This is an optimization exercise on Yosys and OpenROAD, whose aim is small area and few clock cycles per item, not a production implementation. Function was checked by simulation only, so behaviour that the tests miss may differ from the original. Power figures rest on the tool's default switching activity, not on a simulated workload.

==> flow/design.v, too long to show whole: its modules and the start of the top module <==
// module dot_fa: 10 lines
// module dot_aoi: 8 lines
// module dot_oai: 8 lines
// module dot_andn_pp: 7 lines
// module dot_bsel_pppn: 9 lines
// module dot_bsel_pppp: 9 lines
// module dot_bsign_ppp: 8 lines
// module dot_fc1_nn: 7 lines
// module dot_fc1_np: 7 lines
// module dot_fs1_nn: 7 lines
// module dot_fs1_np: 7 lines
// module dot_gn_pp: 7 lines
// module dot_hc_nn: 7 lines
// module dot_hc_pp: 7 lines
// module dot_hs_nn: 7 lines
// module dot_hs_np: 7 lines
// module dot_nneg_ppp: 8 lines
// module dot_pn_pp: 7 lines
// module dot_xor_pn: 7 lines
// module dot_xor_pp: 7 lines
// module dot_top: 598 lines
module dot_top (
    input  logic        clk,
    input  logic        rst,
    input  dot_pkg::sample_vec_t a_data,
    input  logic        a_last,
    input  logic        a_valid,
    output logic        a_ready,
    input  dot_pkg::sample_vec_t b_data,
    input  logic        b_valid,
    output logic        b_ready,
    output dot_pkg::sum_t        out_data,
    output logic        out_last,
    output logic        out_valid,
    input  logic        out_ready
);
  // ...
==> flow/flow/run.sh <==
#!/bin/bash
# The standard layout (the standard.sh, all of it), with two changes:
# the port buffers are the smallest buffer cell, and before floorplanning
# every combinational cell is set to its smallest drive strength
# (flow/downsize.tcl); the flow's repair steps size cells up where timing
# needs it. Every tool's output is in standard.log here and in ORFS's own
# logs under orfs/logs.
set -e
export BUFFER_PORTS_ARGS="-buffer_cell sky130_fd_sc_hd__buf_1"
export PRE_FLOORPLAN_TCL="$PWD/flow/downsize.tcl"
export GLOBAL_PLACEMENT_ARGS="-keep_resize_below_overflow 0"
export CTS_ARGS="-sink_clustering_enable -repair_clock_nets -root_buf sky130_fd_sc_hd__clkbuf_8 -buf_list sky130_fd_sc_hd__clkbuf_8 -dont_use_dummy_load"
bash standard.sh > standard.log 2>&1
==> flow/flow/downsize.tcl <==
# Run before floorplanning (PRE_FLOORPLAN_TCL): put every combinational cell
# in the smallest drive strength of its footprint. Floorplanning's timing
# repair and the later repair steps size up again where timing needs it.
set db [ord::get_db]
set block [ord::get_db_block]
set dont_use [split $::env(DONT_USE_CELLS)]
set swapped 0
foreach inst [$block getInsts] {
  set m [$inst getMaster]
  if { [$m isSequential] } { continue }
  set name [$m getName]
  if { ![regexp {^(sky130_fd_sc_hd__[a-z0-9]+)_([0-9]+)$} $name -> base drive] } { continue }
  set best $m
  foreach d {0 1 2} {
    set cand [$db findMaster ${base}_$d]
    if { $cand eq "NULL" } { continue }
    if { [lsearch -exact $dont_use ${base}_$d] >= 0 } { continue }
    if { [$cand getWidth] < [$best getWidth] } { set best $cand }
  }
  if { $best ne $m } {
    $inst swapMaster $best
    incr swapped
  }
}
puts "downsize.tcl: swapped $swapped cells to a smaller drive strength"
==> flow/standard.sh <==
#!/bin/bash
# synth_recipe.tcl (not shown) runs the flow's synth.tcl, then flattens the netlist and writes it again
# the make line also repeats each setting of config.mk as NAME=value (left out here)
make -C /OpenROAD-flow-scripts/flow DESIGN_CONFIG=/design/flow/config.mk WORK_HOME=/design/flow/orfs CLKGATE_MAP_FILE= SYNTH_SCRIPT=/design/flow/synth_recipe.tcl "${@:-finish}"
==> flow/config.mk <==
export PLATFORM = sky130hd
export DESIGN_NAME = dot_top
export DESIGN_NICKNAME = dot_top
export VERILOG_FILES = /design/flow/design.v
export SDC_FILE = /design/flow/constraint.sdc
export NUM_CORES = 4
export LEC_CHECK = 0
export CAP_MARGIN = 20
export CORE_MARGIN = 2
export CORE_UTILIZATION = 60
export SLEW_MARGIN = 20
export SYNTH_HIERARCHICAL = 1
export SYNTH_MINIMUM_KEEP_SIZE = 0
==> flow/constraint.sdc <==
create_clock -name core_clock -period 5.5 [get_ports {clk}]
set_input_delay 1.1000 -clock core_clock [delete_from_list [all_inputs] [get_ports {clk}]]
set_output_delay 1.1000 -clock core_clock [all_outputs]
set_load 0.01 [all_outputs]
==> impl_metrics.tcl, run 1 <==
set metrics [dict create \
    cts.clk_slew.worst_paths_ns 0.08 \
    drt-total-wl_um 15900 \
    place.gp.congestion 0.897 \
    worst_slew_pin_slew_ns 0.765 \
    leakage_uw 0.00234 \
    dp_hpwl_um 13900 \
    nMultiInputCombCells 530 \
    power.total_uw 4170 \
    seq-cell-share_pct 11.4 \
    busiest_layer "met2" \
    ir_drop_v 0.000544 \
    power_frac_clock_pct 2.5 \
    avgRoutedWirePerCell_um 19.8 \
    startpoint_type "input pin" \
    crit_top_cell "fa_1" \
    die_h_um 108 \
    start_util_pct 60.9 \
    worst-path-max-fanout 13 \
    hold_start "out_valid" \
    fin_crit_ns 5.27 \
    outcome "no timing/DRC/antenna violations" \
    met1_length_um 6930 \
    cp_slowest_cell "buf_1" \
    finalCritPeriodShare_pct 95.8 \
    hold_path_class "reg2reg" \
    min_path_cells 2 \
    viasPerCell 5.95 \
    fin_skew_ns 0.00174 \
    cp-endpoint "r9_0" \
    final_core_util_pct 65.9 \
    syn-instance-count 584 \
    pg_comb_uw 3440 \
    multi_input_area_share_pct 80.2 \
    final_cell_mix "a22oi_1, fa_1, xnor2_1" \
    crit_path_start "b_data[25]" \
    topRoutingLayerUsed "met4" \
    route.met2.wl_um 7990 \
    p_int_uw 2150 \
    rsz0062_at_grt "false" \
    path_cells "buf_1 -> xor2_2 -> nor2b_2 -> o21a_1 -> fa_1 -> fa_1 -> fa_1 -> fa_1 -> fa_1 -> fa_1" \
    antenna_found_initial 0 \
    fmax_mhz 190 \
]
Testbench counts, summed over its fixed seeds: cycles 16,008, items 16,000.
==> inputs of run 2 (changes only) <==
--- a/flow/design.v
+++ b/flow/design.v
@@ -67,86 +67,51 @@
 endmodule
 module dot_fc1_nn (
     input  logic a,
     input  logic b,
     output logic y
 );
     assign y = ~a | ~b;
 endmodule
-module dot_fc1_np (
-    input  logic a,
-    input  logic b,
-    output logic y
-);
-    assign y = ~a | b;
-endmodule
 module dot_fs1_nn (
     input  logic a,
     input  logic b,
     output logic y
 );
     assign y = ~(~a ^ ~b);
 endmodule
-module dot_fs1_np (
-    input  logic a,
-    input  logic b,
-    output logic y
-);
-    assign y = ~(~a ^ b);
-endmodule
-module dot_gn_pp (
+module dot_g_pn (
     input  logic a,
     input  logic b,
     output logic y
 );
-    assign y = ~(a & b);
+    assign y = a & ~b;
 endmodule
 module dot_hc_nn (
     input  logic a,
     input  logic b,
     output logic y
 );
     assign y = ~a & ~b;
 endmodule
-module dot_hc_pp (
-    input  logic a,
-    input  logic b,
-    output logic y
-);
-    assign y = a & b;
-endmodule
-module dot_hs_nn (
-    input  logic a,
-    input  logic b,
-    output logic y
-);
-    assign y = ~a ^ ~b;
-endmodule
-module dot_hs_np (
-    input  logic a,
-    input  logic b,
-    output logic y
-);
-    assign y = ~a ^ b;
-endmodule
 module dot_nneg_ppp (
     input  logic a,
     input  logic b,
     input  logic c,
     output logic y
 );
     assign y = ~a | (b & c);
 endmodule
-module dot_pn_pp (
+module dot_p_np (
     input  logic a,
     input  logic b,
     output logic y
 );
-    assign y = ~(a ^ b);
+    assign y = ~a ^ b;
 endmodule
 module dot_xor_pn (
     input  logic a,
     input  logic b,
     output logic y
 );
     assign y = a ^ ~b;
 endmodule
@@ -183,17 +148,17 @@
         if (rst) begin
             out_valid <= 1'b0;
         end else if (join_fire) begin
             out_valid <= 1'b1;
         end else if (out_ready) begin
             out_valid <= 1'b0;
         end
     end
-    logic e1, e2, e3, e4, e5, e6, e7, e8, e9, e10, e11, e12, e13, m14, m15, m16, m17, m18, m19, m20, m21, x22, x23, x24, x25, x26, x27, x28, x29, x30, m31, m32, m33, m34, m35, m36, m37, m38, x39, x40, x41, x42, x43, x44, x45, x46, x47, m48, m49, m50, m51, m52, m53, m54, m55, x56, x57, x58, x59, x60, x61, x62, x63, x64, m65, m66, m67, m68, m69, m70, m71, m72, x73, x74, x75, x76, x77, x78, x79, x80, x81, k82, k83, s84, c85, k86, s87, c88, k89, e90, e91, e92, e93, e94, e95, e96, e97, e98, e99, e100, e101, e102, m103, m104, m105, m106, m107, m108, m109, m110, x111, x112, x113, x114, x115, x116, x117, x118, x119, m120, m121, m122, m123, m124, m125, m126, m127, x128, x129, x130, x131, x132, x133, x134, x135, x136, m137, m138, m139, m140, m141, m142, m143, m144, x145, x146, x147, x148, x149, x150, x151, x152, x153, m154, m155, m156, m157, m158, m159, m160, m161, x162, x163, x164, x165, x166, x167, x168, x169, x170, k171, k172, s173, c174, k175, s176, c177, k178, e179, e180, e181, e182, e183, e184, e185, e186, e187, e188, e189, e190, e191, m192, m193, m194, m195, m196, m197, m198, m199, x200, x201, x202, x203, x204, x205, x206, x207, x208, m209, m210, m211, m212, m213, m214, m215, m216, x217, x218, x219, x220, x221, x222, x223, x224, x225, m226, m227, m228, m229, m230, m231, m232, m233, x234, x235, x236, x237, x238, x239, x240, x241, x242, m243, m244, m245, m246, m247, m248, m249, m250, x251, x252, x253, x254, x255, x256, x257, x258, x259, k260, k261, s262, c263, k264, s265, c266, k267, e268, e269, e270, e271, e272, e273, e274, e275, e276, e277, e278, e279, e280, m281, m282, m283, m284, m285, m286, m287, m288, x289, x290, x291, x292, x293, x294, x295, x296, x297, m298, m299, m300, m301, m302, m303, m304, m305, x306, x307, x308, x309, x310, x311, x312, x313, x314, m315, m316, m317, m318, m319, m320, m321, m322, x323, x324, x325, x326, x327, x328, x329, x330, x331, m332, m333, m334, m335, m336, m337, m338, m339, x340, x341, x342, x343, x344, x345, x346, x347, x348, k349, k350, s351, c352, k353, s354, c355, k356, s357, c358, s359, c360, s361, c362, s363, c364, s365, c366, s367, c368, s369, c370, s371, c372, s373, c374, s375, c376, s377, c378, s379, c380, s381, c382, s383, c384, s385, c386, s387, c388, s389, c390, s391, c392, s393, c394, s395, c396, s397, c398, s399, c400, s401, c402, s403, c404, s405, c406, s407, c408, s409, c410, s411, c412, s413, c414, s415, c416, s417, c418, s419, c420, s421, c422, s423, c424, s425, c426, s427, c428, s429, c430, s431, c432, s433, c434, s435, c436, s437, c438, s439, c440, s441, c442, s443, c444, s445, c446, s447, c448, s449, c450, s451, c452, s453, c454, s455, c456, s457, c458, s459, c460, s461, c462, s463, c464, s465, c466, s467, c468, s469, c470, s471, c472, s473, c474, s475, c476, s477, c478, s479, c480, s481, c482, s483, c484, s485, c486, s487, c488, s489, c490, s491, c492, s493, c494, s495, c496, s497, c498, s499, c500, s501, c502, s503, c504, s505, c506, s507, c508, s509, c510, s511, c512, s513, c514, s515, c516, s517, c518, s519, c520, s521, c522, s523, c524, s525, c526, s527, c528, s529, c530, s531, c532, s533, c534, s535, c536, s537, c538, s539, c540, s541, c542, s543, c544, s545, c546, s547, c548, s549, c550, s551, c552, s553, c554, s555, c556, s557, c558, s559, c560, s561, c562, s563, c564, s565, c566, s567, c568, s569, c570, s571, c572, s573, c574, s575, c576, s577, c578, s579, c580, s581, c582, s583, c584, s585, c586, s587, c588, s589, c590, s591, c592, s593, c594, s595, c596, s597, c598, s599, c600, s601, c602, s603, c604, o605, q606, o607, q608, p609, o610, g611, q612, p613, o614, g615, q616, p617, o618, g619, q620, p621, o622, g623, q624, p625, o626, g627, q628, p629, o630, g631, q632, p633, o634, g635, q636, p637, o638, g639, q640, p641, o642, g643, q644, p645, o646, g647, q648, p649, o650, g651, q652, o653;
+    logic e1, e2, e3, e4, e5, e6, e7, e8, e9, e10, e11, e12, e13, m14, m15, m16, m17, m18, m19, m20, m21, x22, x23, x24, x25, x26, x27, x28, x29, x30, m31, m32, m33, m34, m35, m36, m37, m38, x39, x40, x41, x42, x43, x44, x45, x46, x47, m48, m49, m50, m51, m52, m53, m54, m55, x56, x57, x58, x59, x60, x61, x62, x63, x64, m65, m66, m67, m68, m69, m70, m71, m72, x73, x74, x75, x76, x77, x78, x79, x80, x81, k82, k83, s84, c85, k86, s87, c88, k89, e90, e91, e92, e93, e94, e95, e96, e97, e98, e99, e100, e101, e102, m103, m104, m105, m106, m107, m108, m109, m110, x111, x112, x113, x114, x115, x116, x117, x118, x119, m120, m121, m122, m123, m124, m125, m126, m127, x128, x129, x130, x131, x132, x133, x134, x135, x136, m137, m138, m139, m140, m141, m142, m143, m144, x145, x146, x147, x148, x149, x150, x151, x152, x153, m154, m155, m156, m157, m158, m159, m160, m161, x162, x163, x164, x165, x166, x167, x168, x169, x170, k171, k172, s173, c174, k175, s176, c177, k178, e179, e180, e181, e182, e183, e184, e185, e186, e187, e188, e189, e190, e191, m192, m193, m194, m195, m196, m197, m198, m199, x200, x201, x202, x203, x204, x205, x206, x207, x208, m209, m210, m211, m212, m213, m214, m215, m216, x217, x218, x219, x220, x221, x222, x223, x224, x225, m226, m227, m228, m229, m230, m231, m232, m233, x234, x235, x236, x237, x238, x239, x240, x241, x242, m243, m244, m245, m246, m247, m248, m249, m250, x251, x252, x253, x254, x255, x256, x257, x258, x259, k260, k261, s262, c263, k264, s265, c266, k267, e268, e269, e270, e271, e272, e273, e274, e275, e276, e277, e278, e279, e280, m281, m282, m283, m284, m285, m286, m287, m288, x289, x290, x291, x292, x293, x294, x295, x296, x297, m298, m299, m300, m301, m302, m303, m304, m305, x306, x307, x308, x309, x310, x311, x312, x313, x314, m315, m316, m317, m318, m319, m320, m321, m322, x323, x324, x325, x326, x327, x328, x329, x330, x331, m332, m333, m334, m335, m336, m337, m338, m339, x340, x341, x342, x343, x344, x345, x346, x347, x348, k349, k350, s351, c352, k353, s354, c355, k356, s357, c358, s359, c360, s361, c362, s363, c364, s365, c366, s367, c368, s369, c370, s371, c372, s373, c374, s375, c376, s377, c378, s379, c380, s381, c382, s383, c384, s385, c386, s387, c388, s389, c390, s391, c392, s393, c394, s395, c396, s397, c398, s399, c400, s401, c402, s403, c404, s405, c406, s407, c408, s409, c410, s411, c412, s413, c414, s415, c416, s417, c418, s419, c420, s421, c422, s423, c424, s425, c426, s427, c428, s429, c430, s431, c432, s433, c434, s435, c436, s437, c438, s439, c440, s441, c442, s443, c444, s445, c446, s447, c448, s449, c450, s451, c452, s453, c454, s455, c456, s457, c458, s459, c460, s461, c462, s463, c464, s465, c466, s467, c468, s469, c470, s471, c472, s473, c474, s475, c476, s477, c478, s479, c480, s481, c482, s483, c484, s485, c486, s487, c488, s489, c490, s491, c492, s493, c494, s495, c496, s497, c498, s499, c500, s501, c502, s503, c504, s505, c506, s507, c508, s509, c510, s511, c512, s513, c514, s515, c516, s517, c518, s519, c520, s521, c522, s523, c524, s525, c526, s527, c528, s529, c530, s531, c532, s533, c534, s535, c536, s537, c538, s539, c540, s541, c542, s543, c544, s545, c546, s547, c548, s549, c550, s551, c552, s553, c554, s555, c556, s557, c558, s559, c560, s561, c562, s563, c564, s565, c566, s567, c568, s569, c570, s571, c572, s573, c574, s575, c576, s577, c578, s579, c580, s581, c582, s583, c584, s585, c586, s587, c588, s589, c590, s591, c592, s593, c594, s595, c596, s597, c598, s599, c600, o601, q602, o603, q604, o605, q606, o607, q608, o609, q610, o611, q612, p613, o614, g615, q616, o617, q618, p619, o620, g621, q622, o623, q624, p625, o626, g627, q628, o629, q630, p631, o632, g633, q634, o635;
     logic r0_0, r0_1, r1_0, r2_0, r2_1, r2_2, r3_0, r3_1, r4_0, r4_1, r5_0, r5_1, r6_0, r6_1, r7_0, r7_1, r7_2, r8_0, r8_1, r9_0, r10_0, r10_1, r10_2, r11_0, r12_0;
     dot_andn_pp u1 (.a(b_data[0]), .b(b_data[1]), .y(e1));
     dot_xor_pp u2 (.a(b_data[2]), .b(b_data[1]), .y(e2));
     dot_xor_pp u3 (.a(b_data[3]), .b(b_data[2]), .y(e3));
     dot_andn_pp u4 (.a(e2), .b(e3), .y(e4));
     dot_nneg_ppp u5 (.a(b_data[3]), .b(b_data[2]), .c(b_data[1]), .y(e5));
     dot_xor_pp u6 (.a(b_data[4]), .b(b_data[3]), .y(e6));
     dot_xor_pp u7 (.a(b_data[5]), .b(b_data[4]), .y(e7));
@@ -674,85 +639,60 @@
             r9_0 <= s569;
             r10_0 <= c568;
             r10_1 <= s575;
             r10_2 <= c570;
             r11_0 <= s577;
             r12_0 <= c578;
         end
     end
-    dot_hs_nn u444 (.a(r2_0), .b(r2_1), .y(s579));
-    dot_hc_nn u445 (.a(r2_0), .b(r2_1), .y(c580));
-    dot_hs_nn u446 (.a(r3_0), .b(r3_1), .y(s581));
-    dot_hc_nn u447 (.a(r3_0), .b(r3_1), .y(c582));
-    dot_hs_nn u448 (.a(r4_0), .b(r4_1), .y(s583));
-    dot_hc_nn u449 (.a(r4_0), .b(r4_1), .y(c584));
-    dot_hs_nn u450 (.a(r5_0), .b(r5_1), .y(s585));
-    dot_hc_nn u451 (.a(r5_0), .b(r5_1), .y(c586));
-    dot_fs1_nn u452 (.a(r6_0), .b(r6_1), .y(s587));
-    dot_fc1_nn u453 (.a(r6_0), .b(r6_1), .y(c588));
-    dot_fs1_nn u454 (.a(r7_0), .b(r7_1), .y(s589));
-    dot_fc1_nn u455 (.a(r7_0), .b(r7_1), .y(c590));
-    dot_hs_nn u456 (.a(r8_0), .b(r8_1), .y(s591));
-    dot_hc_nn u457 (.a(r8_0), .b(r8_1), .y(c592));
-    dot_hs_nn u458 (.a(r10_0), .b(r10_1), .y(s593));
-    dot_hc_nn u459 (.a(r10_0), .b(r10_1), .y(c594));
-    dot_hs_np u460 (.a(r7_2), .b(c588), .y(s595));
-    dot_andn_pp u461 (.a(r7_2), .b(c588), .y(c596));
-    dot_xor_pp u462 (.a(c590), .b(s591), .y(s597));
-    dot_hc_pp u463 (.a(c590), .b(s591), .y(c598));
-    dot_fs1_np u464 (.a(r9_0), .b(c592), .y(s599));
-    dot_fc1_np u465 (.a(r9_0), .b(c592), .y(c600));
-    dot_hs_np u466 (.a(r10_2), .b(s593), .y(s601));
-    dot_andn_pp u467 (.a(r10_2), .b(s593), .y(c602));
-    dot_fs1_np u468 (.a(r11_0), .b(c594), .y(s603));
-    dot_fc1_np u469 (.a(r11_0), .b(c594), .y(c604));
-    assign o605 = ~r0_0 ^ ~r0_1;
-    dot_hc_nn u470 (.a(r0_0), .b(r0_1), .y(q606));
-    assign o607 = ~r1_0 ^ q606;
-    assign q608 = ~r1_0 & q606;
-    dot_hs_np u471 (.a(r2_2), .b(s579), .y(p609));
-    assign o610 = p609 ^ q608;
-    dot_andn_pp u472 (.a(r2_2), .b(s579), .y(g611));
-    dot_aoi u473 (.g(g611), .p(p609), .c(q608), .y(q612));
-    dot_pn_pp u474 (.a(c580), .b(s581), .y(p613));
+    dot_fa u444 (.a(r2_0), .b(r2_1), .ci(r2_2), .s(s579), .co(c580));
+    dot_fa u445 (.a(r3_0), .b(r3_1), .ci(c580), .s(s581), .co(c582));
+    dot_fa u446 (.a(r4_0), .b(r4_1), .ci(c582), .s(s583), .co(c584));
+    dot_fa u447 (.a(r5_0), .b(r5_1), .ci(c584), .s(s585), .co(c586));
+    dot_fs1_nn u448 (.a(r6_0), .b(r6_1), .y(s587));
+    dot_fc1_nn u449 (.a(r6_0), .b(r6_1), .y(c588));
+    dot_fs1_nn u450 (.a(r7_0), .b(r7_1), .y(s589));
+    dot_fc1_nn u451 (.a(r7_0), .b(r7_1), .y(c590));
+    dot_fa u452 (.a(~r7_2), .b(c588), .ci(s589), .s(s591), .co(c592));
+    dot_fa u453 (.a(r8_0), .b(r8_1), .ci(~c590), .s(s593), .co(c594));
+    dot_fs1_nn u454 (.a(r9_0), .b(c594), .y(s595));
+    dot_fc1_nn u455 (.a(r9_0), .b(c594), .y(c596));
+    dot_fa u456 (.a(r10_0), .b(r10_1), .ci(r10_2), .s(s597), .co(c598));
+    dot_fs1_nn u457 (.a(r11_0), .b(c598), .y(s599));
+    dot_fc1_nn u458 (.a(r11_0), .b(c598), .y(c600));
+    assign o601 = ~r0_0 ^ ~r0_1;
+    dot_hc_nn u459 (.a(r0_0), .b(r0_1), .y(q602));
+    assign o603 = ~r1_0 ^ q602;
+    assign q604 = ~r1_0 & q602;
+    assign o605 = ~s579 ^ q604;
+    assign q606 = ~s579 & q604;
+    assign o607 = ~s581 ^ q606;
+    assign q608 = ~s581 & q606;
+    assign o609 = ~s583 ^ q608;
+    assign q610 = ~s583 & q608;
+    assign o611 = ~s585 ^ q610;
+    assign q612 = ~s585 & q610;
+    dot_p_np u460 (.a(c586), .b(s587), .y(p613));
     assign o614 = p613 ^ q612;
-    dot_gn_pp u475 (.a(c580), .b(s581), .y(g615));
-    dot_oai u476 (.gn(g615), .pn(p613), .cn(q612), .y(q616));
-    dot_xor_pp u477 (.a(c582), .b(s583), .y(p617));
-    assign o618 = p617 ^ q616;
-    dot_hc_pp u478 (.a(c582), .b(s583), .y(g619));
-    dot_aoi u479 (.g(g619), .p(p617), .c(q616), .y(q620));
-    dot_pn_pp u480 (.a(c584), .b(s585), .y(p621));
-    assign o622 = p621 ^ q620;
-    dot_gn_pp u481 (.a(c584), .b(s585), .y(g623));
-    dot_oai u482 (.gn(g623), .pn(p621), .cn(q620), .y(q624));
-    dot_xor_pp u483 (.a(c586), .b(s587), .y(p625));
+    dot_andn_pp u461 (.a(c586), .b(s587), .y(g615));
+    dot_aoi u462 (.g(g615), .p(p613), .c(q612), .y(q616));
+    assign o617 = s591 ^ ~q616;
+    assign q618 = s591 & ~q616;
+    dot_xor_pn u463 (.a(c592), .b(s593), .y(p619));
+    assign o620 = p619 ^ q618;
+    dot_g_pn u464 (.a(c592), .b(s593), .y(g621));
+    dot_aoi u465 (.g(g621), .p(p619), .c(q618), .y(q622));
+    assign o623 = s595 ^ ~q622;
+    assign q624 = s595 & ~q622;
+    dot_xor_pn u466 (.a(c596), .b(s597), .y(p625));
     assign o626 = p625 ^ q624;
-    dot_hc_pp u484 (.a(c586), .b(s587), .y(g627));
-    dot_aoi u485 (.g(g627), .p(p625), .c(q624), .y(q628));
-    dot_pn_pp u486 (.a(s589), .b(s595), .y(p629));
-    assign o630 = p629 ^ q628;
-    dot_gn_pp u487 (.a(s589), .b(s595), .y(g631));
-    dot_oai u488 (.gn(g631), .pn(p629), .cn(q628), .y(q632));
-    dot_xor_pp u489 (.a(c596), .b(s597), .y(p633));
-    assign o634 = p633 ^ q632;
-    dot_hc_pp u490 (.a(c596), .b(s597), .y(g635));
-    dot_aoi u491 (.g(g635), .p(p633), .c(q632), .y(q636));
-    dot_pn_pp u492 (.a(c598), .b(s599), .y(p637));
-    assign o638 = p637 ^ q636;
-    dot_gn_pp u493 (.a(c598), .b(s599), .y(g639));
-    dot_oai u494 (.gn(g639), .pn(p637), .cn(q636), .y(q640));
-    dot_xor_pp u495 (.a(c600), .b(s601), .y(p641));
-    assign o642 = p641 ^ q640;
-    dot_hc_pp u496 (.a(c600), .b(s601), .y(g643));
-    dot_aoi u497 (.g(g643), .p(p641), .c(q640), .y(q644));
-    dot_pn_pp u498 (.a(c602), .b(s603), .y(p645));
-    assign o646 = p645 ^ q644;
-    dot_gn_pp u499 (.a(c602), .b(s603), .y(g647));
-    dot_oai u500 (.gn(g647), .pn(p645), .cn(q644), .y(q648));
-    dot_hs_np u501 (.a(r12_0), .b(c604), .y(p649));
-    assign o650 = p649 ^ q648;
-    dot_andn_pp u502 (.a(r12_0), .b(c604), .y(g651));
-    dot_aoi u503 (.g(g651), .p(p649), .c(q648), .y(q652));
-    assign o653 = ~~q652;
-    assign out_data = {o653, o650, o646, o642, o638, o634, o630, o626, o622, o618, o614, o610, o607, o605};
+    dot_g_pn u467 (.a(c596), .b(s597), .y(g627));
+    dot_aoi u468 (.g(g627), .p(p625), .c(q624), .y(q628));
+    assign o629 = s599 ^ ~q628;
+    assign q630 = s599 & ~q628;
+    dot_p_np u469 (.a(r12_0), .b(c600), .y(p631));
+    assign o632 = p631 ^ q630;
+    dot_andn_pp u470 (.a(r12_0), .b(c600), .y(g633));
+    dot_aoi u471 (.g(g633), .p(p631), .c(q630), .y(q634));
+    assign o635 = ~~q634;
+    assign out_data = {o635, o632, o629, o626, o623, o620, o617, o614, o611, o609, o607, o605, o603, o601};
 endmodule
==> impl_metrics.tcl, run 2 <==
set metrics [dict create \
    die_h_um 108 \
    yosys_warnings 7 \
    syn-instance-count 561 \
    grt_remaining_overflow 0 \
    fin_area_mm2 0.00701 \
    n_antenna_cell 0 \
    place.gp.congestion 0.881 \
    leakage_uw 0.00238 \
    cts_buffers 3 \
    drt-total-wl_um 15900 \
    drive_gt1_share_pct 3.61 \
    cts.clk_slew.worst_paths_ns 0.11 \
    first_global_vias 4864 \
    final_cell_mix "a22oi_1, fa_1, xnor2_1" \
    syn-num-nets 765 \
    required_ns 5.51 \
    fin_crit_ns 5.30 \
    timing.final.max_slew_violations 0 \
    fmax_mhz 189 \
    cap_violations 0 \
    ctsLongestPathBuffers 2 \
    hold_start "out_valid" \
    end_kind "flop" \
    final_cells 773 \
    clock_latency_ns 0.29 \
    r2r-start "out_valid" \
    whs_ns 0.544 \
    drt_iter0_drc 350 \
    final_common_cell "a22oi_1" \
    io_buffers 87 \
    dp_hpwl_um 13900 \
    vias 4739 \
    worst-path-max-fanout 13 \
    worstSetupPathType "in2reg" \
    grt_pass1_wl_um 25500 \
    crit_path_start "b_data[25]" \
    crit_arrival_ns 5.31 \
    start_util_pct 62.3 \
    die_w_um 108 \
    antenna_found_initial 0 \
    fin_skew_ns 0.0263 \
    clock-root-buffer "clkbuf_8" \
    hold_path_class "reg2reg" \
    max-slew-margin-rel_pct 48.9 \
    final_core_util_pct 67.6 \
    ff2ff_setup_slack_ns 4.04 \
    cts_tree "yes" \
    firstDrtPassIters 5 \
    io_pins 88 \
    coreArea_mm2 0.0104 \
    avgRoutedWirePerCell_um 20.5 \
    startpoint_type "input pin" \
    power.total_uw 3880 \
    die-area_mm2 0.0116 \
    cts_max_level 1 \
    outcome "no timing/DRC/antenna violations" \
    ir_drop_v 0.000580 \
    final_nets 843 \
    postRouteAntennaNets 0 \
    finalCritPeriodShare_pct 96.4 \
    dp.cells 770 \
    power.density_mw_per_mm2 553 \
    drc 0 \
    hold_viol 0 \
    dpl_cell_area_mm2 0.00690 \
    worst_slew_pin_slew_ns 0.766 \
    hold_buffers 0 \
    grt_max_degree 27 \
    viasPerCell 6.13 \
    clock-sinks 27 \
    setup_violations 0 \
    grtUsageTotal_pct 29.3 \
    std_cell_rows 37 \
]
## run 2: changes by cell type in the layout (fill, tap and decap cells not counted), moves of 3 or more
cell	delta
a21oi_1	-5
a21oi_2	+3
and2_1	-5
fa_1	+5
ha_1	+6
inv_1	+9
nand2_1	-3
nor2_1	-6
o21ai_1	-5
xnor2_1	-3
xor2_1	-20
## run 2: cell type report
type	count	area (um2)
Multi-Input combinational cell	498	5590
Fill cell	838	3360
Sequential cell	27	801
Timing Repair Buffer	87	333
Tap cell	136	170
Inverter	22	82.6
Clock buffer	3	41.3
## run 2: stage by stage
stage	setup TNS (ns)	worst slack [ns]
floorplan	0	0.606
global placement	-3.94	-0.467
detailed placement	-5.11	-0.525
CTS	0	0.0534
global route	-0.0000422	-0.0000422
finish	0	0.201
## run 2: critical path: stages
cell and delay [ns]:
buf_1 0.56, a21bo_1 0.50, xnor2_1 0.16, a22oi_1 0.35, fa_1 0.51, fa_1 0.42, fa_1 0.45, fa_1 0.41
fa_1 0.41, fa_1 0.43
## run 2: metal layers
metal  GRT usage, %  share of wire (%)  wire length [um]
met2           49.3                 49              7810
met1           41.1                 43              6740
met3           3.15                5.7               910
met5              0                  0                 0
met4           6.96                2.4               387
## run 2: where the power goes
group | switching, uW | internal [uW]
clock | 65.3 | 49.3
combinational | 1720 | 1420
sequential | 49.4 | 575
total | 1840 | 2040
## run 2: final timing paths
path / endpoint / cells past startpoint
max: r9_0 / 10
min: out_valid / 2
max reg2reg: r11_0 / 2
min reg2reg: out_valid / 2
## run 2: what timing repair did
action	CTS	global route
resized for setup	8	11
setup endpoints to repair	10	8
pin swaps	0	1
setup buffers	0	0
cloned	0	0
endpoints found under the hold margin	0	0
Testbench counts of run 2, summed over its fixed seeds: cycles 16,008, items 16,000.

## afterwards: timing with drivers on the ports
The flow's constraints put no driver on any port. The routed layouts listed below were extracted and timed again, unchanged, in two steps.
Step 1 sets driving cells, clkbuf_16 on the clock port and buf_2 on the other inputs (assumed; they add their load-dependent delay and slew).
Step 2, shift: input delay + t, output delay - t, t = (earliest + latest rising clock arrival at the registers) / 2. This alone moves slack from input paths to output paths.
Slacks: ideal ports / drivers / drivers and shift; pairs: ideal ports / drivers.
run	shift t [ns]	slack for setup (ns)	hold WS [ns]	cell pins on the clock port's net
run 1	0.288	0.230 / 0.228 / -0.061	0.539 / 0.539 / 0.539	1
run 2	0.306	0.201 / 0.194 / -0.103	0.544 / 0.544 / 0.544	1
Met with ideal ports but missed after step 2: setup timing in run 1 and run 2. The setup slack of run 2, which loses most, moves by -0.007 ns with the drivers and by -0.304 ns with both steps.
